Context: an optimization exercise on an open-source flow, tuned for small area, a short achievable clock period and few clock cycles per item. The choices shown serve that exercise and are no tape-out recipe.
In this exercise RTL edits were held to simulation tests only and were not proved equivalent to the original.
No activity file was given, so power comes from the tool's default toggle rates.

==> flow/design.v (outline; a module is shown in full before it is edited, if it fits) <==
// module hlsm_dp_param: 945 lines
// module hdp_fa: 4 lines
// module hdp_ha: 4 lines
// module hdp_gp: 4 lines
// module hdp_g: 3 lines
// module hdp_aon: 3 lines
// module hdp_x2: 3 lines
// module hdp_mj: 3 lines
// module hdp_bs: 3 lines
module hlsm_dp_param (
  input  logic        Clk,
  input  logic        Rst,
  input  logic        Start,
  input  logic [31:0] a,
  input  logic [31:0] b,
  input  logic [31:0] c,
  output logic        Busy,
  output logic        Done,
  output logic [31:0] z,
  output logic [31:0] x,
  output logic        Ovf
);
  // ...
==> flow/flow/run.sh <==
#!/bin/bash
# Own layout flow: the standard flow (standard.sh) in three parts.
#  1. standard synthesis, unchanged;
#  2. flow/downsize.tcl: every combinational cell that synthesis mapped to a
#     drive strength above 1 is set to strength 1 (same function and pins); the
#     resizer later upsizes what timing needs;
#  3. the rest of the standard flow, with a tighter internal repair target for
#     setup (SETUP_SLACK_MARGIN; the SDC is unchanged) and buf_2 port buffers.
# Each tool's output goes to a log file of its own here (and ORFS's per-step
# logs under orfs/logs).
set -euo pipefail
MARGIN=${MARGIN:-7.5}
bash standard.sh synth > make_synth.log 2>&1
openroad -no_init -exit flow/downsize.tcl > downsize.log 2>&1
bash standard.sh SETUP_SLACK_MARGIN=$MARGIN \
  "BUFFER_PORTS_ARGS=-buffer_cell sky130_fd_sc_hd__buf_2" finish > make_finish.log 2>&1
==> flow/flow/downsize.tcl <==
# Set combinational cells of drive strength > 1 to strength 1 in 1_synth.odb.
set odb_file orfs/results/sky130hd/hlsm_dp_param/base/1_synth.odb
read_db $odb_file
set db [ord::get_db]
set n 0
foreach inst [[ord::get_db_block] getInsts] {
  set m [$inst getMaster]
  set name [$m getName]
  if {[regexp {^(sky130_fd_sc_hd__)(\w+)_([0-9]+)$} $name -> pre base size]} {
    if {$size <= 1} continue
    if {[regexp {^(df|edf|sdf|dl|clk|buf|inv|conb|tap|fill|decap)} $base]} continue
    set small [$db findMaster ${pre}${base}_1]
    if {$small eq "NULL" || $small eq ""} continue
    # same pin names required
    set p1 [lsort [lmap t [$m getMTerms] {$t getName}]]
    set p2 [lsort [lmap t [$small getMTerms] {$t getName}]]
    if {$p1 ne $p2} continue
    $inst swapMaster $small
    incr n
  }
}
puts "downsized $n cells"
write_db $odb_file
==> flow/standard.sh <==
#!/bin/bash
# synth_recipe.tcl (not shown) runs the flow's synth.tcl, then flattens the netlist and writes it again
# the make line also repeats each setting of config.mk as NAME=value (left out here)
make -C /OpenROAD-flow-scripts/flow DESIGN_CONFIG=/design/flow/config.mk WORK_HOME=/design/flow/orfs CLKGATE_MAP_FILE= SYNTH_SCRIPT=/design/flow/synth_recipe.tcl "${@:-finish}"
==> flow/config.mk <==
export PLATFORM = sky130hd
export DESIGN_NAME = hlsm_dp_param
export DESIGN_NICKNAME = hlsm_dp_param
export VERILOG_FILES = /design/flow/design.v
export SDC_FILE = /design/flow/constraint.sdc
export NUM_CORES = 4
export LEC_CHECK = 0
export CAP_MARGIN = 20
export CORE_MARGIN = 2
export CORE_UTILIZATION = 40
export CTS_BUF_LIST = sky130_fd_sc_hd__clkbuf_4 sky130_fd_sc_hd__clkbuf_8
export SLEW_MARGIN = 20
export SYNTH_HIERARCHICAL = 1
export SYNTH_MINIMUM_KEEP_SIZE = 0
==> flow/constraint.sdc <==
create_clock -name core_clock -period 12.5 [get_ports {Clk}]
set_input_delay 2.5000 -clock core_clock [delete_from_list [all_inputs] [get_ports {Clk}]]
set_output_delay 2.5000 -clock core_clock [all_outputs]
set_load 0.01 [all_outputs]
==> results.json, run 1 <==
{
  "status": "timing/DRC/antenna clean",
  "arrival_ns": 2.54,
  "path_depth": 7,
  "fin_area_um2": 27400,
  "multi_input_area_um2": 17700,
  "p_sw_share_pct": 42.9,
  "p_sw_uw": 3920,
  "start_util_pct": 40.3,
  "design_power_total_uw": 9140,
  "antenna_found_initial": 2,
  "dieArea_um2": 60000,
  "crit_path_start_kind": "flop",
  "powerClk_uw": 753,
  "post_cts_buffers": 7,
  "r2r_end": "xpr[30]",
  "max_cap_violations": 0,
  "p_per_area_nw_per_um2": 333,
  "layout_commonest_cell": "xnor2_1",
  "clock_skew_ns": 0.0267,
  "ios": 166,
  "dp_hpwl_um": 55700,
  "critPathKind": "flop to output port",
  "core_area_um2": 57600,
  "final-seq-area_um2": 6130,
  "clock.fmax_ghz": 0.199,
  "clock_sinks": 229,
  "top_area_cell_class": "multi-input gates",
  "syn_inst": 1991,
  "gp_congestion": 0.904,
  "drive_gt1_share_pct": 17.5,
  "wirelength_um": 76300,
  "crit_slowest_cell": "edfxtp_1",
  "grt_first_pass_wirelength_um": 113000,
  "tns_ns": 0,
  "critPathMaxStageDelay_ns": 0.40,
  "final_cell_mix": "xnor2_1, a22oi_1, fa_1, a21o_1, edfxtp_1",
  "rrSetupSlack_ns": 7.61,
  "min_from": "Done"
}
Testbench counts, summed over its fixed seeds: cycles 4,800, items 2,400.
==> run 2, diff against run 1 <==
--- a/flow/design.v
+++ b/flow/design.v
@@ -9,22 +9,23 @@
   output logic        Done,
   output logic [31:0] z,
   output logic [31:0] x,
   output logic        Ovf
 );
   logic        acc;
   assign acc = Start & ~Busy;
   logic [32:0] sd, se;
-  logic        bgtc, gt, pair;
+  logic        bgtc, gt, pair, ovs;
   logic [31:0] csuf;
   logic [16:0] eo, et, en;
   logic [31:0] ar, dr;
   logic [16:0] bo, bt, bn;
   logic        ov1;
+  hdp_or3 u_ovs (pair, sd[32], se[32], ovs);
   assign gt = (sd[32] == se[32]) ? bgtc : se[32];
   always_comb begin
     csuf[31] = c[31];
     for (int k = 30; k >= 0; k--) csuf[k] = csuf[k+1] | c[k];
     pair = 1'b0;
     for (int i = 1; i < 32; i++) pair = pair | (a[i] & csuf[32-i]);
   end
   always_comb begin
@@ -46,17 +47,17 @@
   end
   logic [31:0] er;
   logic        gtr;
   always_ff @(posedge Clk) begin
     if (acc) begin
       dr  <= sd[31:0];
       er  <= se[31:0];
       gtr <= gt;
-      ov1 <= sd[32] | se[32] | pair;
+      ov1 <= ovs;
     end
   end
   assign z = gtr ? dr : er;
   logic [32:0] pp [17];
   logic [32:0] ts, tc;
   logic [31:0] s3, c3, xp, xg, xpr, xgr;
   logic        c3r31;
   logic [7:0] bg, bp, bgr, bpr;
@@ -953,16 +954,19 @@
 endmodule
 module hdp_gp (input logic gh, input logic ph, input logic gl, input logic pl, output logic g, output logic p);
   assign g = gh | (ph & gl);
   assign p = ph & pl;
 endmodule
 module hdp_g (input logic gh, input logic ph, input logic gl, output logic g);
   assign g = gh | (ph & gl);
 endmodule
+module hdp_or3 (input logic a, input logic b, input logic c, output logic y);
+  assign y = a | b | c;
+endmodule
 module hdp_aon (input logic k, input logic m, input logic x, output logic y);
   assign y = k | (m & ~x);
 endmodule
 module hdp_x2 (input logic a, input logic b, output logic y);
   assign y = a ^ b;
 endmodule
 module hdp_mj (input logic a, input logic b, input logic c, output logic y);
   assign y = (a & b) | (a & c) | (b & c);
==> flow/config.mk (replaced) <==
export PLATFORM = sky130hd
export DESIGN_NAME = hlsm_dp_param
export DESIGN_NICKNAME = hlsm_dp_param
export VERILOG_FILES = /design/flow/design.v
export SDC_FILE = /design/flow/constraint.sdc
export NUM_CORES = 4
export LEC_CHECK = 0
export CAP_MARGIN = 20
export CORE_MARGIN = 2
export CORE_UTILIZATION = 70
export CTS_BUF_LIST = sky130_fd_sc_hd__clkbuf_8 sky130_fd_sc_hd__clkbuf_16
export CTS_CLUSTER_DIAMETER = 60
export CTS_CLUSTER_SIZE = 30
export SLEW_MARGIN = 20
export SYNTH_HIERARCHICAL = 1
export SYNTH_MINIMUM_KEEP_SIZE = 0
==> run 2 against run 1 <==
Still clean on timing, DRC and antenna. Via count grew 3.6%. Critical endpoint is now x[21]. Critical path type unchanged. Highest routed layer is now met5. Utilization grew 32 points. Clock power shrank 0.7%.
==> results.json, run 2 <==
{
  "dpl.cell_count": 2620,
  "crit_path_start_kind": "flop",
  "gp_congestion": 0.981,
  "grtUsageMet2_pct": 64.0,
  "clock_sinks": 229,
  "start_util_pct": 71.1,
  "multi_input_area_um2": 16900,
  "dpl-instance-area_um2": 24800,
  "drive_gt1_share_pct": 13.4,
  "rows": 66,
  "num_vias": 18100,
  "status": "timing/DRC/antenna clean",
  "rsz0062_at_grt": "true",
  "p_leak_uw": 0.0113,
  "io_buffer_count": 165,
  "end_kind": "output port",
  "critPathKind": "flop to output port",
  "setup_viol": 0,
  "first_global_vias": 18872,
  "dieArea_um2": 34600,
  "final-seq-area_um2": 6120,
  "drt_iter0_markers": 2124,
  "antenna_left": 0,
  "syn_inst": 1990,
  "dieHeight_um": 186,
  "hold_viol_final": 0,
  "wirelength_um": 70200,
  "antenna_found_initial": 5,
  "gr-total-overflow": 0,
  "design_power_total_uw": 9600,
  "crit_required_ns": 10.00,
  "fin_crit_ns": 4.96,
  "layout_commonest_cell": "xnor2_1",
  "dp_hpwl_um": 50200,
  "netlist_area_um2": 23200,
  "rrSetupSlack_ns": 7.55,
  "p_per_area_nw_per_um2": 369,
  "clock.fmax_ghz": 0.202,
  "grt_max_degree": 70,
  "remaining_drc_errors": 0,
  "max_slew_margin_pct": 24.3,
  "cts_tree": "yes",
  "core_area_um2": 32600,
  "hp-class": "flop to flop",
  "fill_cells": 2030,
  "clk_pin_slew_ns": 0.07,
  "max_slew.worst_pin.slew_ns": 1.13,
  "fin_area_um2": 26000,
  "grt.met3_usage_pct": 11.9,
  "avgViaCountPerCell": 6.76,
  "clock_skew_ns": 0.0240,
  "final_cell_mix": "xnor2_1, a22oi_1, fa_1, a21o_1, ha_1",
  "dieWidth_um": 186,
  "fin_crit_sh_pct": 39.7,
  "yosys_warnings": 9,
  "gr-usage-met1_pct": 51.4,
  "fin_cells": 2678,
  "tns_ns": 0,
  "timing.hold.ws_ns": 0.526,
  "max_cap_violations": 0,
  "ctsLongestPathBuffers": 3,
  "clkLatencyLatePin_ns": 0.55,
  "ios": 166,
  "numCtsBuffers": 23,
  "arrival_ns": 2.46,
  "track_usage_pct": 40.6,
  "wl_per_cell_um": 26.2,
  "layout.nets": 2765,
  "finalMaxSlewViolations": 0,
  "crit_fanout": 8,
  "syn2layout_area_growth_pct": 12.2,
  "synth.avg_cell_area_um2": 11.7,
  "firstDrtPassIters": 9,
  "grt_first_pass_wirelength_um": 105000,
  "peakVddDrop_uv": 676,
  "cts.htree.levels": 1,
  "grt.busiest_layer": "met2",
  "clockRootBuffer": "clkbuf_16"
}
-- run 2: metal layers --
metal / wire length, um / vias to the layer above
li1: - / 7696
met1: 26400 / 8862
met2: 32000 / 1278
met3: 8430 / 254
met4: 3210 / 10
met5: 157 / -
-- run 2: final timing paths --
check | startpoint | to | depth (start not counted)
setup / recovery | xpr[1] | x[21] | 7
hold / removal | Done | Done | 1
setup reg to reg | bn[0] | xpr[30] | 10
hold reg to reg | Done | Done | 1
max in group asynchronous | Rst | Busy | 2
min in group asynchronous | Rst | Busy | 2
-- run 2: metrics by stage --
stage / util, % / setup WS [ns]
6_report: 79.8 / 7.54
5_1_grt: 79.8 / 7.45
4_1_cts: 79.0 / 7.49
3_5_place_dp: 76.1 / 7.20
3_3_place_gp: 76.1 / 7.28
2_1_floorplan: - / 6.70
-- run 2: what timing repair did --
action / 4_1_cts / 5_1_grt
endpoints found under the setup margin: 25 / 25
gates cloned: 2 / 4
pin swaps: 5 / 12
hold buffers: 0 / 0
setup buffers: 6 / 4
resized for setup: 25 / 42
-- run 2: final cells by class --
class / count / share of cell area (%)
Timing Repair Buffer: 214 / 5.17
Inverter: 71 / 1.05
Tap cell: 442 / 2.13
Antenna cell: 1 / 0.00962
Clock inverter: 13 / 0.615
Multi-Input combinational cell: 1680 / 65.0
Clock buffer: 28 / 2.52
Sequential cell: 229 / 23.5
-- run 2: worst max-delay path, cell delays in order (launching register included) --
cell and delay (ns):
edfxtp_1 0.40, a21o_1 0.24, a21o_4 0.24, a21o_4 0.26, a21o_4 0.26, a21o_1 0.18, xor2_1 0.17, buf_2 0.15
-- run 2: power by group --
| part | switching, uW | internal (uW) |
|---|---|---|
| registers | 165 | 1590 |
| clock network | 338 | 410 |
| logic | 3740 | 3360 |
Testbench counts of run 2, summed over its fixed seeds: cycles 4,800, items 2,400.
==> run 3, diff against run 2 <==
--- a/flow/config.mk
+++ b/flow/config.mk
@@ -7,7 +7,7 @@
 export LEC_CHECK = 0
 export CAP_MARGIN = 20
 export CORE_MARGIN = 2
-export CORE_UTILIZATION = 70
+export CORE_UTILIZATION = 55
 export CTS_BUF_LIST = sky130_fd_sc_hd__clkbuf_8 sky130_fd_sc_hd__clkbuf_16
 export CTS_CLUSTER_DIAMETER = 60
 export CTS_CLUSTER_SIZE = 30
==> run 3 against run 2 <==
Maximum frequency fell by 0.39%. Utilization fell by 17 points. Setup slack got worse by 0.019 ns. Global-route usage fell by 8.0 points. Clock skew rose by 0.017 ns. Clock power rose by 2%. Critical path depth did not move. Largest power group unchanged. Combinational power fell by 8.7%. Sequential cell count did not move. Sequential share of layout area barely moved. Largest cell class unchanged. Design area barely moved. Synthesized cell count did not move.
==> results.json, run 3 <==
{
  "hp-class": "flop to flop",
  "critPathKind": "flop to output port",
  "syn_inst": 1990,
  "crit_fanout": 8,
  "avgViaCountPerCell": 6.29,
  "dpl-instance-area_um2": 24900,
  "drive_gt1_share_pct": 13.2,
  "setup_viol": 0,
  "rsz0062_at_grt": "true",
  "layout.nets": 2756,
  "ff2ff_path_depth": 10,
  "fin_crit_ns": 4.98,
  "final_cell_mix": "xnor2_1, a22oi_1, fa_1, a21o_1, ha_1",
  "cts.htree.levels": 1,
  "hold_viol_final": 0,
  "gp_congestion": 0.928,
  "status": "timing/DRC/antenna clean",
  "syn2layout_area_growth_pct": 12.2,
  "num_vias": 17423,
  "pre_cts_slack_ns": 7.18,
  "wirelength_um": 70900,
  "fin_crit_sh_pct": 39.9,
  "min_path_cells": 1,
  "gr-total-overflow": 0,
  "ios": 166,
  "p_clk_share_pct": 8.5,
  "clock_sinks": 229,
  "firstDrtPassIters": 6,
  "p_sw_uw": 3870,
  "p_sw_share_pct": 42.9,
  "peakVddDrop_uv": 588,
  "fin_ws_ns": 7.52,
  "dieWidth_um": 209,
  "rr_startpoint": "bt[9]",
  "dieHeight_um": 209,
  "clkLatencyLatePin_ns": 0.58,
  "track_usage_pct": 32.6,
  "min_from": "Done",
  "utilization_pct": 62.4,
  "netlist_area_um2": 23200,
  "max_cap_violations": 0,
  "synth.avg_cell_area_um2": 11.7,
  "cts_tree": "yes",
  "clock.fmax_ghz": 0.201,
  "design_power_total_uw": 9010,
  "crit_required_ns": 10.00,
  "end_kind": "output port",
  "remaining_drc_errors": 0,
  "max_slew_margin_pct": 28.6,
  "layout_commonest_cell": "xnor2_1",
  "p_seq_share_pct": 19.6,
  "fill_cells": 3433,
  "numCtsBuffers": 24,
  "wl_per_cell_um": 25.6,
  "rows": 75,
  "dp_hpwl_um": 53100,
  "core_area_um2": 41800,
  "dieArea_um2": 43800,
  "finalMaxSlewViolations": 0,
  "p_per_area_nw_per_um2": 346,
  "antenna_found_initial": 3,
  "p_leak_uw": 0.0112,
  "clk_pin_slew_ns": 0.08,
  "antenna_left": 0,
  "io_buffer_count": 165,
  "holdBufCountCts": 0,
  "yosys_warnings": 9,
  "clock_skew_ns": 0.0408,
  "grt_first_pass_wirelength_um": 108000,
  "p_comb_share_pct": 71.9,
  "crit_path_start_kind": "flop",
  "clockRootBuffer": "clkbuf_16",
  "first_global_vias": 18021,
  "p_int_uw": 5140,
  "start_util_pct": 55.6,
  "tns_ns": 0,
  "grt_max_degree": 70,
  "ctsLongestPathBuffers": 3,
  "drt_iter0_markers": 1775,
  "arrival_ns": 2.48,
  "crit_start": "xgr[0]",
  "fin_area_um2": 26000,
  "max_slew.worst_pin.slew_ns": 1.07
}
run 3: cell count changes in the layout (fill, tap and decap cells not counted), sizes merged:
cell    change
buf         -6
bufinv      -1
diode       +1
inv         +2
clkbuf      -7
clkinv      +5
run 3: layout make-up:
cell class	instances	area [um^2]	share of cell area (%)
Clock buffer	25	626	2.40
Multi-Input combinational cell	1680	16900	64.9
Sequential cell	229	6120	23.5
Inverter	71	274	1.05
Antenna cell	2	5.00	0.0192
Timing Repair Buffer	204	1200	4.62
Tap cell	539	674	2.59
Clock inverter	19	221	0.850
run 3: path summary, 6_finish.rpt:
kind | slack (ns) | to
hold / removal | 0.49 | Done
setup reg to reg | 7.53 | xpr[31]
max in group asynchronous | 10.62 | Busy
setup / recovery | 7.52 | x[27]
min in group asynchronous | 1.75 | Busy
hold reg to reg | 0.49 | Done
run 3: layer usage:
layer	part of all wire, %	wire length, um	global-route usage [%]	vias to the layer above
met5	0.018	13	0	-
met1	42	29700	45.4	8812
met4	2.0	1430	6.67	2
met2	47	33500	53.9	803
li1	-	-	-	7693
met3	8.8	6210	5.54	113
run 3: power by group through the flow:
| stage | Sequential [uW] | Clock, uW | Combinational (uW) |
|---|---|---|---|
| after floorplan | 1740 | 0 | 4770 |
| after global placement | 1770 | 0 | 6170 |
| after detailed placement | 1780 | 0 | 6450 |
| after CTS | 1760 | 776 | 6570 |
| after global routing | 1780 | 804 | 7530 |
| final | 1760 | 766 | 6480 |
run 3: what timing repair did:
action	4_1_cts	5_1_grt
setup buffers	5	3
setup endpoints to repair	29	27
pin swaps	5	6
resized for setup	30	32
gates cloned	2	1
run 3: critical path: stages, from the launching register on:
cell      delay, ns
edfxtp_1       0.40
a21o_1         0.23
a21o_4         0.25
a21o_4         0.26
a21o_4         0.28
a21o_1         0.19
xor2_1         0.15
buf_2          0.14
run 3: per-stage QoR:
stage               instances  hold WS (ns)
floorplan                1992         0.521
global placement         2712         0.461
detailed placement       2712         0.472
CTS                      2763         0.492
global route             2767         0.518
finish                   2769         0.490
==> run 4, diff against run 3 <==
--- a/flow/flow/run.sh
+++ b/flow/flow/run.sh
@@ -9,7 +9,7 @@
 # Each tool's output goes to a log file of its own here (and ORFS's per-step
 # logs under orfs/logs).
 set -euo pipefail
-MARGIN=${MARGIN:-7.5}
+MARGIN=${MARGIN:-7.25}
 bash standard.sh synth > make_synth.log 2>&1
 openroad -no_init -exit flow/downsize.tcl > downsize.log 2>&1
 bash standard.sh SETUP_SLACK_MARGIN=$MARGIN \
--- a/flow/config.mk
+++ b/flow/config.mk
@@ -9,8 +9,8 @@
 export CORE_MARGIN = 2
 export CORE_UTILIZATION = 55
 export CTS_BUF_LIST = sky130_fd_sc_hd__clkbuf_8 sky130_fd_sc_hd__clkbuf_16
-export CTS_CLUSTER_DIAMETER = 60
-export CTS_CLUSTER_SIZE = 30
+export CTS_CLUSTER_DIAMETER = 80
+export CTS_CLUSTER_SIZE = 40
 export SLEW_MARGIN = 20
 export SYNTH_HIERARCHICAL = 1
 export SYNTH_MINIMUM_KEEP_SIZE = 0
==> run 4 against run 3 <==
Power fell by 2.7%. Setup slack got worse by 0.14 ns. Global-route usage fell by 0.46 points. Critical endpoint is now xpr[31]. Largest cell class unchanged. Highest routed layer unchanged.
==> results.json, run 4 <==
{
  "hold_viol_final": 0,
  "layout_commonest_cell": "xnor2_1",
  "numCtsBuffers": 16,
  "core_area_um2": 41800,
  "setup_viol": 0,
  "antenna_found_initial": 4,
  "rsz0062_at_grt": "true",
  "pre_cts_slack_ns": 7.06,
  "syn_inst": 1990,
  "p_leak_uw": 0.0110,
  "drive_gt1_share_pct": 11.3,
  "crit_fanout": 16,
  "peakVddDrop_uv": 465,
  "p_comb_share_pct": 73.5,
  "clock_sinks": 229,
  "p_per_area_nw_per_um2": 343,
  "status": "timing/DRC/antenna clean",
  "netlist_area_um2": 23200,
  "max_slew_margin_pct": 21.8,
  "dieArea_um2": 43800,
  "critPathKind": "flop to flop",
  "io_buffer_count": 165,
  "fin_crit_sh_pct": 41.0,
  "grt_first_pass_wirelength_um": 107000,
  "dp_hpwl_um": 52300,
  "end_kind": "flop",
  "wirelength_um": 68900,
  "hp-class": "flop to flop",
  "antenna_left": 0,
  "fin_ws_ns": 7.38,
  "dieHeight_um": 209,
  "fin_crit_ns": 5.12,
  "fill_cells": 3530,
  "yosys_warnings": 9,
  "holdBufCountCts": 0,
  "clkLatencyLatePin_ns": 0.57,
  "track_usage_pct": 32.1,
  "arrival_ns": 5.39,
  "start_util_pct": 55.6,
  "max_cap_violations": 0,
  "gr-total-overflow": 0,
  "gp_congestion": 0.941,
  "firstDrtPassIters": 6,
  "p_sw_uw": 3810,
  "first_global_vias": 17805,
  "remaining_drc_errors": 0,
  "p_clk_share_pct": 6.7,
  "clock.fmax_ghz": 0.195,
  "crit_path_start_kind": "flop",
  "tns_ns": 0,
  "clk_pin_slew_ns": 0.11,
  "p_sw_share_pct": 43.4,
  "crit_required_ns": 12.77,
  "ios": 166,
  "clockRootBuffer": "clkbuf_16",
  "final_cell_mix": "xnor2_1, a22oi_1, fa_1, a21o_1, ha_1",
  "grt_max_degree": 68,
  "finalMaxSlewViolations": 0,
  "cts.htree.levels": 1,
  "p_seq_share_pct": 19.8,
  "ctsLongestPathBuffers": 3,
  "syn2layout_area_growth_pct": 10.2,
  "avgViaCountPerCell": 6.26,
  "num_vias": 17212,
  "layout.nets": 2744,
  "wl_per_cell_um": 25.0,
  "synth.avg_cell_area_um2": 11.7,
  "p_int_uw": 4960,
  "rows": 75,
  "multi_input_area_um2": 16800,
  "cts_tree": "yes",
  "drt_iter0_markers": 1520,
  "clock_skew_ns": 0.0664,
  "final-seq-area_um2": 6090,
  "max_slew.worst_pin.slew_ns": 1.17,
  "dieWidth_um": 209
}
## run 4: cell type report
cell class | count | area share [%]
multi-input combinational | 1678 | 65.8
sequential | 229 | 23.8
timing repair buffer | 202 | 4.39
tap | 539 | 2.64
clock buffer | 16 | 1.57
inverter | 71 | 1.07
clock inverter | 12 | 0.651
antenna | 3 | 0.0294
## run 4: worst max-delay path, stage by stage, from the launching register on
cell and delay (ns):
dfxtp_1 0.91, a22oi_1 0.20, xnor2_1 0.18, ha_1 0.32
fa_1 0.49, fa_1 0.53, fa_1 0.40, fa_1 0.51
fa_1 0.48, fa_1 0.50, ha_1 0.29
## run 4: path summary, 6_finish.rpt
path,start,cells past startpoint,slack (ns),end
worst max-delay path,bt[8],10,7.38,xpr[31]
worst min-delay path,Done,1,0.50,Done
worst max register to register,bt[8],10,7.38,xpr[31]
worst min register to register,Done,1,0.50,Done
max in group asynchronous,Rst,2,10.62,Busy
min in group asynchronous,Rst,2,1.76,Busy
## run 4: metal layers
| metal | vias to the layer above | GRT usage (%) | routed length (um) |
|---|---|---|---|
| met5 | - | 0 | 27 |
| met3 | 142 | 6.25 | 6040 |
| met2 | 766 | 51.0 | 31400 |
| met4 | 4 | 9.19 | 2000 |
| met1 | 8655 | 45.0 | 29400 |
| li1 | 7645 | - | - |
## run 4: stage by stage
step	cell area [um^2]	hold slack, ns	power, uW	util [%]	cells
after floorplan	23200	0.521	6500	-	1992
after global placement	24900	0.465	7990	59.7	2719
after detailed placement	24900	0.472	8260	59.7	2719
after CTS	25500	0.498	8880	61.1	2747
after global routing	25600	0.509	9980	61.2	2747
final	25600	0.499	8770	61.2	2750
## run 4: timing repair
item	4_1_cts	5_1_grt
pin swaps	0	1
setup endpoints to repair	20	25
resized for setup	4	17
buffers inserted	0	0
cloned	0	0
## run 4: power groups by stage
stage	Sequential, uW	Combinational, uW	Clock, uW
finish	1740	6450	585
global route	1760	7600	622
global placement	1750	6240	0
CTS	1740	6550	597
detailed placement	1750	6510	0
floorplan	1740	4770	0
==> run 5, diff against run 4 <==
--- a/flow/flow/run.sh
+++ b/flow/flow/run.sh
@@ -9,7 +9,7 @@
 # Each tool's output goes to a log file of its own here (and ORFS's per-step
 # logs under orfs/logs).
 set -euo pipefail
-MARGIN=${MARGIN:-7.25}
+MARGIN=${MARGIN:-7.75}
 bash standard.sh synth > make_synth.log 2>&1
 openroad -no_init -exit flow/downsize.tcl > downsize.log 2>&1
 bash standard.sh SETUP_SLACK_MARGIN=$MARGIN \
==> run 5 against run 4 <==
Final cell count up 2.3%. Maximum frequency grew 3.4%. Sequential share of layout area fell by 0.62 points. First-iteration DRC count increased by 15%. Largest power group unchanged. Via count increased by 3.5%. Clock skew shrank 0.022 ns. Power rose by 6.2%. Die area unchanged.
==> results.json, run 5 <==
{
  "dieWidth_um": 209,
  "netlist_area_um2": 23200,
  "rows": 75,
  "clock_skew_ns": 0.0441,
  "rsz0062_at_grt": "true",
  "ios": 166,
  "fin_crit_sh_pct": 39.6,
  "syn_inst": 1990,
  "crit_fanout": 5,
  "cp_common_cell": "a21o_4",
  "ctsLongestPathBuffers": 3,
  "status": "timing/DRC/antenna clean",
  "peakVddDrop_uv": 628,
  "yosys_warnings": 9,
  "crit_slowest_cell": "edfxtp_1",
  "clk_pin_slew_ns": 0.09,
  "grt_first_pass_wirelength_um": 111000,
  "final-seq-area_um2": 6190,
  "arrival_ns": 2.45,
  "fin_ws_ns": 7.55,
  "synth.avg_cell_area_um2": 11.7,
  "fill_cells": 3332,
  "track_usage_pct": 33.8,
  "num_vias": 17821,
  "remaining_drc_errors": 0,
  "fin_area_um2": 26700,
  "numCtsBuffers": 19,
  "fin_crit_ns": 4.95,
  "wirelength_um": 73200,
  "p_per_area_nw_per_um2": 348,
  "wl_per_cell_um": 26.0,
  "p_int_uw": 5290,
  "critPathKind": "flop to output port",
  "dpl-instance-area_um2": 24900,
  "p_seq_share_pct": 18.8,
  "max_slew.worst_pin.slew_ns": 0.886,
  "clock.fmax_ghz": 0.202,
  "first_global_vias": 18223,
  "drive_gt1_share_pct": 17.4,
  "drt_iter0_markers": 1743,
  "start_util_pct": 55.6,
  "layout_commonest_cell": "xnor2_1",
  "gp_congestion": 0.936,
  "path_cells": "a21o_1 > a21o_4 > a21o_4 > a21o_4 > a21o_1 > xor2_1 > buf_2",
  "critPathMaxStageDelay_ns": 0.42,
  "cts_tree": "yes",
  "multi_input_area_um2": 17100,
  "clkLatencyLatePin_ns": 0.57,
  "crit_path_start_kind": "flop",
  "final_cell_mix": "xnor2_1, a22oi_1, fa_1, a21o_1, ha_1",
  "crit_required_ns": 10.00,
  "dp_hpwl_um": 52600,
  "gr-total-overflow": 0,
  "layout.nets": 2803,
  "design_power_total_uw": 9310,
  "p_comb_share_pct": 74.1,
  "finalMaxSlewViolations": 0,
  "p_clk_share_pct": 7.1,
  "p_sw_share_pct": 43.2,
  "setup_viol": 0,
  "p_sw_uw": 4020,
  "antenna_left": 0,
  "dieArea_um2": 43800,
  "clockRootBuffer": "clkbuf_16",
  "hold_viol_final": 0,
  "io_buffer_count": 165,
  "grt_max_degree": 68,
  "end_kind": "output port",
  "core_area_um2": 41800,
  "clock_sinks": 229,
  "tns_ns": 0,
  "dpl.cell_count": 2708,
  "antenna_found_initial": 4,
  "dieHeight_um": 209,
  "max_slew_margin_pct": 40.8,
  "max_cap_violations": 0,
  "p_leak_uw": 0.0115,
  "avgViaCountPerCell": 6.33,
  "cts.htree.levels": 1,
  "hp-class": "flop to flop",
  "fin_cells": 2814,
  "firstDrtPassIters": 5,
  "syn2layout_area_growth_pct": 15.2,
  "pre_cts_slack_ns": 7.26
}
-- run 5: path summary, 6_finish.rpt --
path,cells after the start,from,endpoint,slack [ns]
min in group asynchronous,2,Rst,Busy,1.76
worst max-delay path,7,xgr[0],x[22],7.55
worst min register to register,1,Done,Done,0.49
max in group asynchronous,2,Rst,Busy,10.62
worst min-delay path,1,Done,Done,0.49
worst max register to register,11,bo[1],xpr[30],7.75
-- run 5: cell type report --
class                           instances  share of cell area [%]
Sequential cell                       229                    23.2
Tap cell                              539                    2.52
Clock inverter                         15                   0.726
Inverter                               71                    1.03
Clock buffer                           19                    1.78
Timing Repair Buffer                  256                    6.78
Antenna cell                            5                  0.0468
Multi-Input combinational cell       1680                    63.9
-- run 5: power groups by stage --
stage / sequential (uW) / combinational [uW] / clock, uW
finish: 1750 / 6900 / 662
global route: 1770 / 7960 / 701
global placement: 1780 / 6240 / 0
CTS: 1750 / 6880 / 672
floorplan: 1740 / 4770 / 0
detailed placement: 1780 / 6560 / 0
-- run 5: critical path: cells and delay by family, from the launching register on --
| kind | cells | cell delay (ns) |
|---|---|---|
| flops | 1 | 0.42 |
| xor+xnor | 1 | 0.15 |
| buf+inv | 1 | 0.14 |
| compound gates | 5 | 1.17 |
-- run 5: what timing repair did --
| item | 4_1_cts | 5_1_grt |
|---|---|---|
| pin swaps | 45 | 39 |
| setup buffers | 55 | 6 |
| hold buffers | 0 | 0 |
| setup endpoints to repair | 46 | 50 |
| resized for setup | 88 | 44 |
| cloned | 6 | 0 |
-- run 5: routing by layer --
layer / global-route usage, % / vias up / part of all wire (%)
met5: 0 / - / 0.041
met2: 55.0 / 868 / 47
met4: 9.38 / 4 / 2.7
met3: 6.61 / 132 / 9.0
li1: - / 7791 / -
met1: 46.3 / 9026 / 41
-- run 5: stage by stage --
step | utilization [%] | hold slack (ns)
floorplan | - | 0.521
global placement | 59.6 | 0.464
detailed placement | 59.6 | 0.476
CTS | 63.5 | 0.498
global route | 64.0 | 0.515
finish | 64.0 | 0.492
==> run 6, diff against run 5 <==
--- a/flow/flow/run.sh
+++ b/flow/flow/run.sh
@@ -9,7 +9,7 @@
 # Each tool's output goes to a log file of its own here (and ORFS's per-step
 # logs under orfs/logs).
 set -euo pipefail
-MARGIN=${MARGIN:-7.75}
+MARGIN=${MARGIN:-7.5}
 bash standard.sh synth > make_synth.log 2>&1
 openroad -no_init -exit flow/downsize.tcl > downsize.log 2>&1
 bash standard.sh SETUP_SLACK_MARGIN=$MARGIN \
==> run 6 against run 5 <==
Synthesized cell count unchanged. Power down 3.0%. Maximum frequency up 0.18%. Critical path type unchanged. Combinational power down 4.9%. First-iteration DRC count up 0.98%. Hold slack about the same. Setup slack better by 0.0088 ns. Die area unchanged. Utilization down 2.0 points. Still clean. Sequential cell count unchanged.
==> results.json, run 6 <==
{
  "status": "timing/DRC/antenna clean",
  "clock.fmax_ghz": 0.202,
  "fin_crit_sh_pct": 39.6,
  "peakVddDrop_uv": 604,
  "gr-total-overflow": 0,
  "arrival_ns": 2.44,
  "syn_inst": 1990,
  "p_per_area_nw_per_um2": 349,
  "setup_viol": 0,
  "synth.avg_cell_area_um2": 11.7,
  "cts.htree.levels": 1,
  "remaining_drc_errors": 0,
  "dp_hpwl_um": 53100,
  "pre_cts_slack_ns": 7.18,
  "antenna_found_initial": 3,
  "tns_ns": 0,
  "critPathKind": "flop to output port",
  "clock_sinks": 229,
  "top_layer_used": "met5",
  "finalMaxSlewViolations": 0,
  "grt_first_pass_wirelength_um": 108000,
  "holdBufCountCts": 0,
  "hp-class": "flop to flop",
  "crit_path_start_kind": "flop",
  "drive_gt1_share_pct": 12.8,
  "netlist_area_um2": 23200,
  "rr_startpoint": "bt[9]",
  "drt-met1-wl_um": 29800,
  "io_buffer_count": 165,
  "track_usage_pct": 32.6,
  "crit_fanout": 8,
  "wl_met2_um": 33500,
  "max_cap_violations": 0,
  "dieWidth_um": 209,
  "min_from": "Done",
  "dpl.cell_count": 2712,
  "numCtsBuffers": 19,
  "hold_viol_final": 0,
  "timing.hold.ws_ns": 0.492,
  "max_slew_margin_pct": 26.5,
  "wl_per_cell_um": 25.7,
  "p_leak_uw": 0.0112,
  "start_util_pct": 55.6,
  "layout_commonest_cell": "xnor2_1",
  "dieHeight_um": 209,
  "clockRootBuffer": "clkbuf_16",
  "crit_required_ns": 10.00,
  "clk_pin_slew_ns": 0.09,
  "num_vias": 17408,
  "gp_congestion": 0.928,
  "yosys_warnings": 9,
  "fin_ws_ns": 7.56,
  "drt_iter0_markers": 1760,
  "fin_crit_ns": 4.94,
  "fill_cells": 3442,
  "ios": 166,
  "firstDrtPassIters": 7,
  "clkLatencyLatePin_ns": 0.55,
  "met3_length_um": 6160,
  "rsz0062_at_grt": "true",
  "grt_max_degree": 70,
  "ctsLongestPathBuffers": 3,
  "cts_tree": "yes",
  "dieArea_um2": 43800,
  "final_cell_mix": "xnor2_1, a22oi_1, fa_1, a21o_1, ha_1",
  "core_area_um2": 41800,
  "clock_skew_ns": 0.0308,
  "rows": 75,
  "layout.nets": 2751,
  "max_slew.worst_pin.slew_ns": 1.10,
  "syn2layout_area_growth_pct": 11.5,
  "avgViaCountPerCell": 6.31,
  "wirelength_um": 70900,
  "crit_start": "xpr[1]",
  "antenna_left": 0,
  "end_kind": "output port",
  "first_global_vias": 17986,
  "fin_cells": 2759
}
[run 6: worst paths after layout]
path	cells past startpoint	to	slack (ns)
worst max-delay path	7	x[27]	7.56
worst max register to register	10	xpr[31]	7.57
max in group asynchronous	2	Busy	10.60
min in group asynchronous	2	Busy	1.77
worst min-delay path	1	Done	0.49
worst min register to register	1	Done	0.49
[run 6: power by group]
part	internal, uW	switching [uW]	leakage [uW]
registers	1590	174	0.00211
logic	3190	3380	0.00871
clock network	340	363	0.000355
total	5110	3910	0.0112
[run 6: critical path, stage by stage (launching register included)]
cell and delay (ns):
edfxtp_1 0.40, a21o_1 0.23, a21o_4 0.25, a21o_4 0.25, a21o_4 0.26, a21o_1 0.19
xor2_1 0.15, buf_2 0.14
[run 6: cell type report]
| cell class | count | area, um^2 | area share (%) |
|---|---|---|---|
| multi-input cells | 1680 | 16900 | 65.3 |
| flip-flops and latches | 229 | 6120 | 23.7 |
| repair buffers | 204 | 1180 | 4.55 |
| well taps | 539 | 674 | 2.61 |
| clock buffers | 21 | 526 | 2.03 |
| inverters | 71 | 274 | 1.06 |
| clock inverters | 13 | 201 | 0.779 |
| diodes | 2 | 5.00 | 0.0193 |
[run 6: metrics by stage]
step,total power (uW),util (%),instance area [um^2]
after floorplan,6500,-,23200
after global placement,7940,59.7,24900
after detailed placement,8230,59.7,24900
after CTS,9090,61.7,25800
after global routing,10100,61.9,25900
final,9030,62.0,25900
[run 6: per-layer routing]
metal	vias up	track usage (%)
met1	8832	45.3
met3	97	5.64
met2	799	53.8
li1	7678	-
met5	-	0
met4	2	7.22
[run 6: repair_timing]
item | 4_1_cts | 5_1_grt
gates resized for setup | 27 | 28
cloned | 2 | 0
endpoints found under the setup margin | 28 | 27
setup buffers | 5 | 4
pin swaps | 4 | 5
==> run 7, diff against run 6 <==
==> flow/config.mk (replaced) <==
export PLATFORM = sky130hd
export DESIGN_NAME = hlsm_dp_param
export DESIGN_NICKNAME = hlsm_dp_param
export VERILOG_FILES = /design/flow/design.v
export SDC_FILE = /design/flow/constraint.sdc
export NUM_CORES = 4
export LEC_CHECK = 0
export CAP_MARGIN = 20
export CORE_MARGIN = 2
export CORE_UTILIZATION = 70
export CTS_BUF_LIST = sky130_fd_sc_hd__clkbuf_4 sky130_fd_sc_hd__clkbuf_8
export SLEW_MARGIN = 20
export SYNTH_HIERARCHICAL = 1
export SYNTH_MINIMUM_KEEP_SIZE = 0
==> run 7 against run 6 <==
Power grew 4.1%. Design area increased by 0.49%. Maximum frequency down 0.89%. First-iteration DRC count rose by 3.8%. Clock skew increased by 0.0051 ns. Critical path type unchanged. Still clean on timing, DRC and antenna. Non-clock buffer count grew 6.
==> results.json, run 7 <==
{
  "yosys_warnings": 9,
  "antenna_left": 0,
  "dieArea_um2": 34600,
  "first_global_vias": 18903,
  "max_slew_margin_pct": 24.1,
  "dieHeight_um": 186,
  "avgViaCountPerCell": 6.66,
  "crit_path_start_kind": "flop",
  "netlist_area_um2": 23200,
  "clock.fmax_ghz": 0.200,
  "cp_common_cell": "a21o_4",
  "crit_slowest_cell": "edfxtp_1",
  "core_area_um2": 32600,
  "drive_gt1_share_pct": 14.3,
  "grt_max_degree": 70,
  "num_vias": 18043,
  "layout.nets": 2779,
  "dieWidth_um": 186,
  "status": "timing/DRC/antenna clean",
  "critPathMaxStageDelay_ns": 0.40,
  "p_per_area_nw_per_um2": 362,
  "grt_first_pass_wirelength_um": 105000,
  "ios": 166,
  "fin_crit_sh_pct": 39.9,
  "end_kind": "output port",
  "synth.avg_cell_area_um2": 11.7,
  "antenna_cells": 0,
  "rrSetupSlack_ns": 7.57,
  "clock_sinks": 229,
  "numCtsBuffers": 41,
  "track_usage_pct": 40.4,
  "gp_congestion": 0.981,
  "gr-total-overflow": 0,
  "max_cap_violations": 0,
  "utilization_pct": 79.7,
  "path_cells": "a21o_1 > a21o_4 > a21o_4 > a21o_4 > a21o_1 > xor2_1 > buf_2",
  "ctsLongestPathBuffers": 3,
  "peakVddDrop_uv": 648,
  "syn_inst": 1990,
  "min_path_cells": 1,
  "rsz0062_at_grt": "true",
  "clkLatencyLatePin_ns": 0.59,
  "rows": 66,
  "max_slew.worst_pin.slew_ns": 1.14,
  "arrival_ns": 2.49,
  "final_cell_mix": "xnor2_1, a22oi_1, fa_1, a21o_1, ha_1",
  "path_depth": 7,
  "io_buffer_count": 165,
  "cts_tree": "yes",
  "ff2ff_path_depth": 11,
  "dp_hpwl_um": 50200,
  "cts.htree.levels": 2,
  "wirelength_um": 68100,
  "syn2layout_area_growth_pct": 12.1,
  "clockRootBuffer": "clkbuf_8",
  "clk_pin_slew_ns": 0.06,
  "wl_per_cell_um": 25.2,
  "hold_viol_final": 0,
  "start_util_pct": 71.1,
  "crit_required_ns": 10.00,
  "tns_ns": 0,
  "remaining_drc_errors": 0,
  "p_leak_uw": 0.0113,
  "cp_top_family": "compound AO/OA/AOI/OAI gates",
  "drt_iter0_markers": 1827,
  "layout_commonest_cell": "xnor2_1",
  "holdBufCountCts": 0,
  "crit_buf_inv": 1,
  "crit_fanout": 5,
  "setup_viol": 0,
  "finalMaxSlewViolations": 0,
  "critPathKind": "flop to output port",
  "firstDrtPassIters": 9,
  "fin_crit_ns": 4.99,
  "antenna_found_initial": 6,
  "clock_skew_ns": 0.0360,
  "hp-class": "flop to flop"
}
## run 7: cell count changes in the layout (fill, tap and decap cells not counted), sizes merged
cell      delta
clkbuf      +42
inv         -10
buf          +6
clkinv       +6
bufinv       +2
clkinvlp     +2
diode        -2
## run 7: power breakdown
group	total, uW	internal [uW]	switching [uW]
combinational	6860	3290	3570
clock	782	451	331
sequential	1750	1590	163
total	9400	5330	4070
## run 7: path summary, 6_finish.rpt
path                        start       to
max                        xpr[1]    x[31]
min                          Done     Done
max reg2reg                 bo[0]  xpr[30]
min reg2reg                  Done     Done
max in group asynchronous     Rst     Busy
min in group asynchronous     Rst     Busy
## run 7: worst reg2reg max path: cells and delay by family (launching register included)
family / cells / cell delay, ns
compound gates: 1 / 0.18
xor+xnor: 1 / 0.17
fa+ha+maj: 8 / 3.75
buf+inv: 1 / 0.21
flops: 1 / 0.37
## run 7: routing by layer
layer	vias up	part of all wire [%]	wire length [um]	track usage (%)
met4	12	5.3	3610	20.4
met1	8775	38	26000	51.2
li1	7734	-	-	-
met5	-	0.11	76	0
met3	285	12	8160	12.6
met2	1237	45	30300	62.7
## run 7: final cells by class
type	instances	area (um^2)
Multi-Input combinational cell	1680	16900
Fill cell	2051	6620
Sequential cell	229	6110
Timing Repair Buffer	210	1240
Clock buffer	63	798
Tap cell	442	553
Inverter	71	274
Clock inverter	13	123
## run 7: repair_timing
action,in CTS,in global routing
resized for setup,22,35
setup endpoints to repair,25,26
pin swaps,5,9
setup buffers,6,4
gates cloned,2,0
## run 7: through the flow
step	hold WS (ns)	instance area (um^2)	cells	setup WS (ns)	power (uW)
after floorplan	0.521	23200	1992	6.70	6500
after global placement	0.464	24800	2620	7.28	7860
final	0.536	26000	2708	7.51	9400
after global routing	0.537	26000	2708	7.45	10400
after detailed placement	0.513	24800	2620	7.20	8450
after CTS	0.528	25900	2704	7.46	9370
==> run 8, diff against run 7 <==
--- a/flow/config.mk
+++ b/flow/config.mk
@@ -7,8 +7,9 @@
 export LEC_CHECK = 0
 export CAP_MARGIN = 20
 export CORE_MARGIN = 2
-export CORE_UTILIZATION = 70
+export CORE_UTILIZATION = 55
 export CTS_BUF_LIST = sky130_fd_sc_hd__clkbuf_4 sky130_fd_sc_hd__clkbuf_8
+export PLACE_DENSITY = 0.75
 export SLEW_MARGIN = 20
 export SYNTH_HIERARCHICAL = 1
 export SYNTH_MINIMUM_KEEP_SIZE = 0
==> run 8 against run 7 <==
Critical path depth did not move. First-iteration DRC count up 2.8%. Setup slack got worse by 0.053 ns. Sequential cell count unchanged. Sequential power hardly changed. Global-route usage down 8.7 points. Register-to-register slack got worse by 0.03 ns. Non-clock buffer count is 4 higher. Sequential share of layout area shrank 0.19 points. Critical endpoint is now x[22]. Largest cell class unchanged. Largest power group unchanged.
==> results.json, run 8 <==
{
  "max_slew.worst_pin.slew_ns": 0.913,
  "avgViaCountPerCell": 6.32,
  "antenna_left": 0,
  "antenna_cells": 0,
  "layout_commonest_cell": "xnor2_1",
  "arrival_ns": 2.54,
  "grt_max_degree": 66,
  "antenna_found_initial": 1,
  "r2r_end": "xpr[31]",
  "ios": 166,
  "ff2ff_path_depth": 10,
  "cts.htree.levels": 2,
  "crit_fanout": 8,
  "firstDrtPassIters": 9,
  "min_path_cells": 1,
  "dieWidth_um": 209,
  "start_util_pct": 55.6,
  "critPathKind": "flop to output port",
  "clk_pin_slew_ns": 0.06,
  "fin_crit_ns": 5.04,
  "clock.fmax_ghz": 0.198,
  "setup_viol": 0,
  "tns_ns": 0,
  "clock_skew_ns": 0.0552,
  "hp-class": "flop to flop",
  "dieHeight_um": 209,
  "clock_sinks": 229,
  "syn2layout_area_growth_pct": 13.4,
  "remaining_drc_errors": 0,
  "track_usage_pct": 31.6,
  "fin_crit_sh_pct": 40.3,
  "min_from": "Done",
  "crit_path_start_kind": "flop",
  "multi_input_area_um2": 16900,
  "end_kind": "output port",
  "hold_end": "Done",
  "peakVddDrop_uv": 485,
  "status": "timing/DRC/antenna clean",
  "dieArea_um2": 43800,
  "drive_gt1_share_pct": 14.8,
  "max_slew_margin_pct": 39.1,
  "dp_hpwl_um": 51200,
  "drt_iter0_markers": 1879,
  "core_area_um2": 41800,
  "finalMaxSlewViolations": 0,
  "first_global_vias": 18380,
  "gp_congestion": 0.947,
  "final_cell_mix": "xnor2_1, a22oi_1, fa_1, a21o_1, ha_1",
  "num_vias": 17723,
  "crit_required_ns": 10.00,
  "io_buffer_count": 165,
  "hold_viol_final": 0,
  "final-seq-area_um2": 6130,
  "holdBufCountCts": 0,
  "rr_startpoint": "bn[0]",
  "p_leak_uw": 0.0114,
  "rrSetupSlack_ns": 7.54,
  "rsz0062_at_grt": "true",
  "cts_tree": "yes",
  "fill_cells": 3258,
  "syn_inst": 1990,
  "p_per_area_nw_per_um2": 349,
  "yosys_warnings": 9,
  "gr-total-overflow": 0,
  "wl_per_cell_um": 24.7,
  "clkLatencyLatePin_ns": 0.64,
  "grt_first_pass_wirelength_um": 106000,
  "synth.avg_cell_area_um2": 11.7,
  "clockRootBuffer": "clkbuf_8",
  "layout.nets": 2782,
  "ctsLongestPathBuffers": 3,
  "wirelength_um": 69200,
  "numCtsBuffers": 40,
  "max_cap_violations": 0,
  "netlist_area_um2": 23200,
  "rows": 75,
  "utilization_pct": 63.0
}
-- run 8: critical path, cell delays in order (launching register included) --
cell and delay (ns):
edfxtp_1 0.39, a21o_1 0.26, a21o_4 0.24, a21o_4 0.26, a21o_4 0.27, a21o_1 0.20
xor2_1 0.15, buf_2 0.14
-- run 8: worst max-delay path by stage --
stage           start       to  depth (start not counted)
2_1_floorplan   Start    dr[0]                          2
3_3_place_gp    bo[4]  xpr[31]                         10
3_5_place_dp    bo[4]  xpr[31]                         10
4_1_cts        xgr[0]    x[28]                          7
5_1_grt        xpr[1]    x[18]                          7
6_report       xpr[1]    x[22]                          7
-- run 8: power by group --
group / total (uW) / internal (uW) / switching, uW / leakage (uW)
sequential: 1750 / 1590 / 159 / 0.00211
clock: 787 / 443 / 343 / 0.000458
combinational: 6640 / 3220 / 3420 / 0.00882
-- run 8: area by class of cell --
class                      instances  area share, %
clock buffer                      48           2.39
clock inverter                    24           1.00
inverter                          71           1.04
multi-input combinational       1680           64.4
sequential                       229           23.3
tap                              539           2.56
timing repair buffer             214           5.29
-- run 8: metrics by stage --
| stage | setup WS [ns] | area, um^2 | cells | hold WS (ns) | total power (uW) |
|---|---|---|---|---|---|
| 2_1_floorplan | 6.70 | 23200 | 1992 | 0.521 | 6500 |
| 3_3_place_gp | 7.20 | 24900 | 2713 | 0.460 | 7840 |
| 3_5_place_dp | 7.14 | 24900 | 2713 | 0.472 | 8290 |
| 4_1_cts | 7.39 | 26000 | 2794 | 0.487 | 9180 |
| 5_1_grt | 7.35 | 26300 | 2805 | 0.520 | 10200 |
| 6_report | 7.46 | 26300 | 2805 | 0.482 | 9180 |
-- run 8: layer usage --
metal | up-vias | part of all wire (%) | GRT usage [%]
met1 | 8823 | 40 | 42.5
li1 | 7744 | - | -
met2 | 962 | 46 | 50.3
met5 | - | 0.017 | 0
met3 | 192 | 8.9 | 5.94
met4 | 2 | 4.7 | 14.1
-- run 8: what timing repair did --
item | in CTS | in global routing
pin swaps | 7 | 21
gates resized for setup | 31 | 50
endpoints found under the setup margin | 29 | 30
gates cloned | 2 | 4
setup buffers | 7 | 7
==> run 9, diff against run 8 <==
--- a/flow/config.mk
+++ b/flow/config.mk
@@ -9,7 +9,6 @@
 export CORE_MARGIN = 2
 export CORE_UTILIZATION = 55
 export CTS_BUF_LIST = sky130_fd_sc_hd__clkbuf_4 sky130_fd_sc_hd__clkbuf_8
-export PLACE_DENSITY = 0.75
 export SLEW_MARGIN = 20
 export SYNTH_HIERARCHICAL = 1
 export SYNTH_MINIMUM_KEEP_SIZE = 0
==> run 9 against run 8 <==
Still clean on timing, DRC and antenna. Die area unchanged. Final cell count about the same. Wire length rose by 3.3%. Global-route usage grew 1.4 points. Sequential cell count stayed put. Hold slack better by 0.0041 ns. Clock-buffer cell count up 14. Maximum frequency is 0.55% higher. Register-to-register slack improved by 0.02 ns. Design area decreased by 0.98%. Setup slack better by 0.028 ns. Utilization fell by 0.62 points. Largest power group unchanged.
==> results.json, run 9 <==
{
  "status": "timing/DRC/antenna clean",
  "design_power_total_uw": 9040,
  "core_area_um2": 41800,
  "antenna_left": 0,
  "peakVddDrop_uv": 602,
  "num_vias": 17516,
  "arrival_ns": 2.51,
  "ctsLongestPathBuffers": 3,
  "dp_hpwl_um": 53100,
  "met3_length_um": 6100,
  "first_global_vias": 18324,
  "clock_skew_ns": 0.0736,
  "dieWidth_um": 209,
  "max_slew.worst_pin.slew_ns": 1.09,
  "drt-met1-wl_um": 30000,
  "rrSetupSlack_ns": 7.56,
  "yosys_warnings": 9,
  "remaining_drc_errors": 0,
  "syn_inst": 1990,
  "clk_pin_slew_ns": 0.06,
  "netlist_area_um2": 23200,
  "end_kind": "output port",
  "dieArea_um2": 43800,
  "p_seq_share_pct": 19.5,
  "crit_required_ns": 10.00,
  "p_per_area_nw_per_um2": 347,
  "rsz0062_at_grt": "true",
  "syn2layout_area_growth_pct": 12.2,
  "wl_met2_um": 33700,
  "layout.nets": 2774,
  "path_cells": "a21o_1 > a21o_4 > a21o_4 > a21o_4 > a21o_1 > xor2_1 > buf_2",
  "critPathKind": "flop to output port",
  "crit_path_start_kind": "flop",
  "clock.fmax_ghz": 0.199,
  "track_usage_pct": 33.0,
  "fill_cells": 3435,
  "grt_max_degree": 70,
  "final_cell_mix": "xnor2_1, a22oi_1, fa_1, a21o_1, ha_1",
  "layout_commonest_cell": "xnor2_1",
  "clkLatencyLatePin_ns": 0.66,
  "gr-total-overflow": 0,
  "clock_sinks": 229,
  "dieHeight_um": 209,
  "io_buffer_count": 165,
  "tns_ns": 0,
  "hp-class": "flop to flop",
  "cts.htree.levels": 2,
  "rr_startpoint": "bt[8]",
  "crit_slowest_cell": "edfxtp_1",
  "min_from": "Done",
  "ios": 166,
  "setup_viol": 0,
  "holdBufCountCts": 0,
  "p_clk_share_pct": 8.6,
  "critPathMaxStageDelay_ns": 0.39,
  "cp_top_family": "compound AO/OA/AOI/OAI gates",
  "p_int_uw": 5180,
  "finalMaxSlewViolations": 0,
  "clockRootBuffer": "clkbuf_8",
  "fin_crit_ns": 5.01,
  "p_sw_share_pct": 42.7,
  "synth.avg_cell_area_um2": 11.7,
  "crit_fanout": 5,
  "pre_cts_slack_ns": 7.18,
  "top_layer_used": "met5",
  "crit_buf_inv": 1,
  "max_slew_margin_pct": 27.0,
  "utilization_pct": 62.4,
  "wirelength_um": 71500,
  "firstDrtPassIters": 6,
  "drive_gt1_share_pct": 14.3,
  "numCtsBuffers": 42,
  "crit_start": "xgr[0]",
  "drt_iter0_markers": 1757,
  "start_util_pct": 55.6,
  "p_leak_uw": 0.0113,
  "p_sw_uw": 3860,
  "antenna_found_initial": 3,
  "fin_ws_ns": 7.49,
  "fin_crit_sh_pct": 40.1,
  "hold_viol_final": 0,
  "max_cap_violations": 0,
  "gp_congestion": 0.928,
  "wl_per_cell_um": 25.5,
  "p_comb_share_pct": 71.9,
  "grt_first_pass_wirelength_um": 109000,
  "timing.hold.ws_ns": 0.486,
  "cts_tree": "yes",
  "avgViaCountPerCell": 6.25,
  "rows": 75,
  "cp_common_cell": "a21o_4"
}
==> run 9: path summary, 6_finish.rpt <==
path | endpoint | depth (start not counted)
min | Done | 1
min in group asynchronous | Busy | 2
max in group asynchronous | Busy | 2
max reg2reg | xpr[31] | 10
min reg2reg | Done | 1
max | x[31] | 7
==> run 9: worst reg2reg max path, delay by kind of cell, from the launching register on <==
family	cells	cell delay (ns)
AO/OA/AOI/OAI	1	0.18
XOR/XNOR	1	0.18
adder cells (fa/ha/maj)	8	3.54
flip-flops	1	0.82
==> run 9: power groups by stage <==
stage          clock (uW)  combinational, uW  sequential, uW
5_1_grt               822               7540            1780
6_report              775               6500            1760
3_3_place_gp            0               6170            1770
2_1_floorplan           0               4770            1740
4_1_cts               794               6580            1760
3_5_place_dp            0               6450            1780
==> run 9: metrics by stage <==
| stage | std cells | cell area (um^2) |
|---|---|---|
| after floorplan | 1992 | 23200 |
| after CTS | 2798 | 25900 |
| after global placement | 2712 | 24900 |
| after detailed placement | 2712 | 24900 |
| final | 2804 | 26000 |
| after global routing | 2801 | 26000 |
==> run 9: layout make-up <==
type,count,area (um^2),share of cell area [%]
Clock buffer,62,785,3.01
Multi-Input combinational cell,1680,16900,65.0
Timing Repair Buffer,204,1160,4.44
Clock inverter,16,116,0.447
Inverter,71,274,1.05
Sequential cell,229,6110,23.5
Tap cell,539,674,2.59
Antenna cell,3,7.51,0.0288
==> run 9: layer usage <==
layer,vias up,GRT usage (%)
met3,118,6.33
met1,8823,45.2
met4,2,9.29
li1,7734,-
met2,839,54.0
met5,-,0
==> run 9: what timing repair did <==
action | 4_1_cts | 5_1_grt
endpoints found under the hold margin | 0 | 0
setup buffers | 6 | 3
resized for setup | 22 | 25
pin swaps | 5 | 5
gates cloned | 2 | 0
endpoints found under the setup margin | 26 | 35
==> run 10, diff against run 9 <==
==> flow/flow/run.sh (replaced) <==
#!/bin/bash
# Own layout flow: the standard flow (standard.sh) in three parts.
#  1. standard synthesis, unchanged;
#  3. the rest of the standard flow, with a tighter internal repair target for
#     setup (SETUP_SLACK_MARGIN; the SDC is unchanged) and buf_2 port buffers.
# Each tool's output goes to a log file of its own here (and ORFS's per-step
# logs under orfs/logs).
set -euo pipefail
MARGIN=${MARGIN:-7.5}
bash standard.sh synth > make_synth.log 2>&1
openroad -no_init -exit flow/size.tcl > size.log 2>&1
bash standard.sh SETUP_SLACK_MARGIN=$MARGIN \
  "BUFFER_PORTS_ARGS=-buffer_cell sky130_fd_sc_hd__buf_2" finish > make_finish.log 2>&1
==> flow/flow/size.tcl (new file) <==
set odb_file orfs/results/sky130hd/hlsm_dp_param/base/1_synth.odb
read_db $odb_file
set db [ord::get_db]
set n 0
set f 0
foreach inst [[ord::get_db_block] getInsts] {
  set m [$inst getMaster]
  set name [$m getName]
  if {![regexp {^(sky130_fd_sc_hd__)(\w+)_([0-9]+)$} $name -> pre base size]} continue
  if {$base eq "dfxtp"} {
    if {[regexp {^(ar|bo|bt|bn|ur0|ur1)\\?\[} [$inst getName]] && $size != 4} {
      $inst swapMaster [$db findMaster ${pre}dfxtp_4]
      incr f
    }
    continue
  }
  if {$size <= 1} continue
  if {[regexp {^(df|edf|sdf|dl|clk|buf|inv|conb|tap|fill|decap)} $base]} continue
  set small [$db findMaster ${pre}${base}_1]
  if {$small eq "NULL" || $small eq ""} continue
  set p1 [lsort [lmap t [$m getMTerms] {$t getName}]]
  set p2 [lsort [lmap t [$small getMTerms] {$t getName}]]
  if {$p1 ne $p2} continue
  $inst swapMaster $small
  incr n
}
puts "downsized $n cells, set $f selector-driving registers to strength 4"
write_db $odb_file
--- a/flow/config.mk
+++ b/flow/config.mk
@@ -8,7 +8,9 @@
 export CAP_MARGIN = 20
 export CORE_MARGIN = 2
 export CORE_UTILIZATION = 55
-export CTS_BUF_LIST = sky130_fd_sc_hd__clkbuf_4 sky130_fd_sc_hd__clkbuf_8
+export CTS_BUF_LIST = sky130_fd_sc_hd__clkbuf_8 sky130_fd_sc_hd__clkbuf_16
+export CTS_CLUSTER_DIAMETER = 80
+export CTS_CLUSTER_SIZE = 40
 export SLEW_MARGIN = 20
 export SYNTH_HIERARCHICAL = 1
 export SYNTH_MINIMUM_KEEP_SIZE = 0
removed: flow/flow/downsize.tcl
==> run 10 against run 9 <==
Still clean on timing, DRC and antenna. First-iteration DRC count down 9.8%. Clock skew down 0.031 ns. Critical path depth unchanged. Highest routed layer unchanged.
==> results.json, run 10 <==
{
  "finalMaxSlewViolations": 0,
  "antenna_found_initial": 7,
  "firstDrtPassIters": 7,
  "remaining_drc_errors": 0,
  "end_kind": "output port",
  "syn_inst": 1990,
  "cts_tree": "yes",
  "p_leak_uw": 0.0111,
  "core_area_um2": 42000,
  "p_per_area_nw_per_um2": 348,
  "fill_cells": 3454,
  "peakVddDrop_uv": 651,
  "arrival_ns": 2.43,
  "gr-total-overflow": 0,
  "clock_skew_ns": 0.0428,
  "clock_sinks": 229,
  "cts.htree.levels": 1,
  "num_vias": 17291,
  "clk_pin_slew_ns": 0.10,
  "grt_first_pass_wirelength_um": 108000,
  "avgViaCountPerCell": 6.29,
  "setup_viol": 0,
  "synth.avg_cell_area_um2": 11.8,
  "max_slew.worst_pin.slew_ns": 0.825,
  "start_util_pct": 55.9,
  "fin_crit_ns": 4.93,
  "dpl.cell_count": 2686,
  "yosys_warnings": 9,
  "crit_required_ns": 10.00,
  "status": "timing/DRC/antenna clean",
  "first_global_vias": 17991,
  "fin_cells": 2748,
  "critPathKind": "flop to output port",
  "crit_fanout": 5,
  "rsz0062_at_grt": "true",
  "clkLatencyLatePin_ns": 0.57,
  "tns_ns": 0,
  "io_buffer_count": 165,
  "wirelength_um": 72800,
  "layout_commonest_cell": "xnor2_1",
  "dieWidth_um": 211,
  "wl_per_cell_um": 26.5,
  "drt_iter0_markers": 1584,
  "dieArea_um2": 44400,
  "gp_congestion": 0.905,
  "ctsLongestPathBuffers": 3,
  "max_slew_margin_pct": 45.0,
  "crit_path_start_kind": "flop",
  "netlist_area_um2": 23500,
  "track_usage_pct": 32.5,
  "clockRootBuffer": "clkbuf_16",
  "dp_hpwl_um": 52900,
  "hold_viol_final": 0,
  "dieHeight_um": 211,
  "hp-class": "flop to flop",
  "layout.nets": 2739,
  "final_cell_mix": "xnor2_1, a22oi_1, fa_1, a21o_1, ha_1",
  "rows": 75,
  "ios": 166,
  "fin_crit_sh_pct": 39.4,
  "antenna_left": 0,
  "syn2layout_area_growth_pct": 10.8,
  "max_cap_violations": 0,
  "drive_gt1_share_pct": 14.5,
  "numCtsBuffers": 18,
  "grt_max_degree": 63,
  "clock.fmax_ghz": 0.203,
  "final-seq-area_um2": 6370,
  "multi_input_area_um2": 16900
}
-- run 10: per-stage QoR --
step / hold WS (ns) / utilization (%) / total power (uW) / setup WS (ns) / instance area, um^2
floorplan: 0.521 / - / 6500 / 6.70 / 23500
global placement: 0.464 / 59.5 / 8110 / 7.25 / 25000
detailed placement: 0.507 / 59.5 / 8380 / 7.22 / 25000
CTS: 0.527 / 61.3 / 9130 / 7.48 / 25800
global route: 0.540 / 61.9 / 10200 / 7.48 / 26000
finish: 0.516 / 61.9 / 9060 / 7.57 / 26000
-- run 10: layout make-up --
cell class,count,area share (%)
Sequential cell,229,24.5
Multi-Input combinational cell,1680,64.9
Inverter,71,1.05
Tap cell,539,2.59
Clock inverter,14,0.721
Antenna cell,4,0.0384
Timing Repair Buffer,193,4.50
Clock buffer,18,1.73
-- run 10: worst paths after layout --
kind	slack, ns	cells after the start	startpoint	end
setup / recovery	7.57	7	xpr[2]	x[27]
hold / removal	0.52	1	Done	Done
setup reg to reg	7.60	10	bt[4]	xpr[31]
hold reg to reg	0.52	1	Done	Done
max in group asynchronous	10.61	2	Rst	Busy
min in group asynchronous	1.77	2	Rst	Busy
-- run 10: where the power goes --
group          switching (uW)  internal [uW]  leakage [uW]  total (uW)
sequential                214           1580       0.00214        1800
combinational            3420           3210       0.00869        6630
clock                     325            306      0.000316         631
-- run 10: worst max-delay path: stages (launching register included) --
cell and delay [ns]:
edfxtp_1 0.45, and2_4 0.17, a21o_4 0.24, a21o_4 0.26, a21o_4 0.26, a21o_1 0.17, xor2_1 0.15, buf_2 0.15
-- run 10: per-layer routing --
| layer | track usage (%) | routed length [um] | share of wire [%] |
|---|---|---|---|
| met1 | 45.3 | 30900 | 42 |
| met2 | 52.2 | 33800 | 46 |
| met3 | 6.56 | 6090 | 8.4 |
| met4 | 8.57 | 1920 | 2.6 |
| met5 | 0 | 27 | 0.037 |
-- run 10: what timing repair did --
action | 4_1_cts | 5_1_grt
pin swaps | 5 | 6
gates resized for setup | 10 | 8
endpoints found under the setup margin | 22 | 25
hold endpoints to repair | 0 | 0
hold buffers | 0 | 0
setup buffers | 6 | 18
gates cloned | 2 | 0

-- re-timing with driven ports --
In the flow no input, the clock included, has a driving cell. The finished layouts below were timed again as built, in two steps. Step 1 (the two cells are an assumption about what drives the block):
set clk [get_ports {Clk}]
set_driving_cell -lib_cell sky130_fd_sc_hd__clkbuf_16 $clk
set_driving_cell -lib_cell sky130_fd_sc_hd__buf_2 [delete_from_list [all_inputs] $clk]
Step 2 moves the port delays by t, midway between the first and last clock arrival at a register: inputs arrive t later, outputs are due t later. That takes back most of the time a late clock gives input paths. Slacks: ideal ports / drivers / drivers and shift; pairs: ideal ports / drivers.
run	t, ns	setup WS [ns]	worst slew at a driven data input, ns
run 1	0.663	7.465 / 7.412 / 6.989	0.07
run 2	0.595	7.538 / 7.482 / 7.152	0.09
run 3	0.619	7.518 / 7.461 / 7.105	0.08
run 4	0.599	7.377 / 7.323 / 7.000	0.07
run 5	0.607	7.547 / 7.488 / 7.178	0.07
run 6	0.599	7.555 / 7.496 / 7.149	0.08
run 7	0.621	7.511 / 7.462 / 7.171	0.09
run 8	0.665	7.458 / 7.406 / 7.082	0.05
run 9	0.676	7.485 / 7.428 / 7.085	0.08
run 10	0.607	7.571 / 7.514 / 7.186	0.07
After both steps setup and hold are still met in every run listed. For run 1, which loses most, drivers alone change the setup slack by -0.053 ns; drivers and shift together by -0.476 ns.
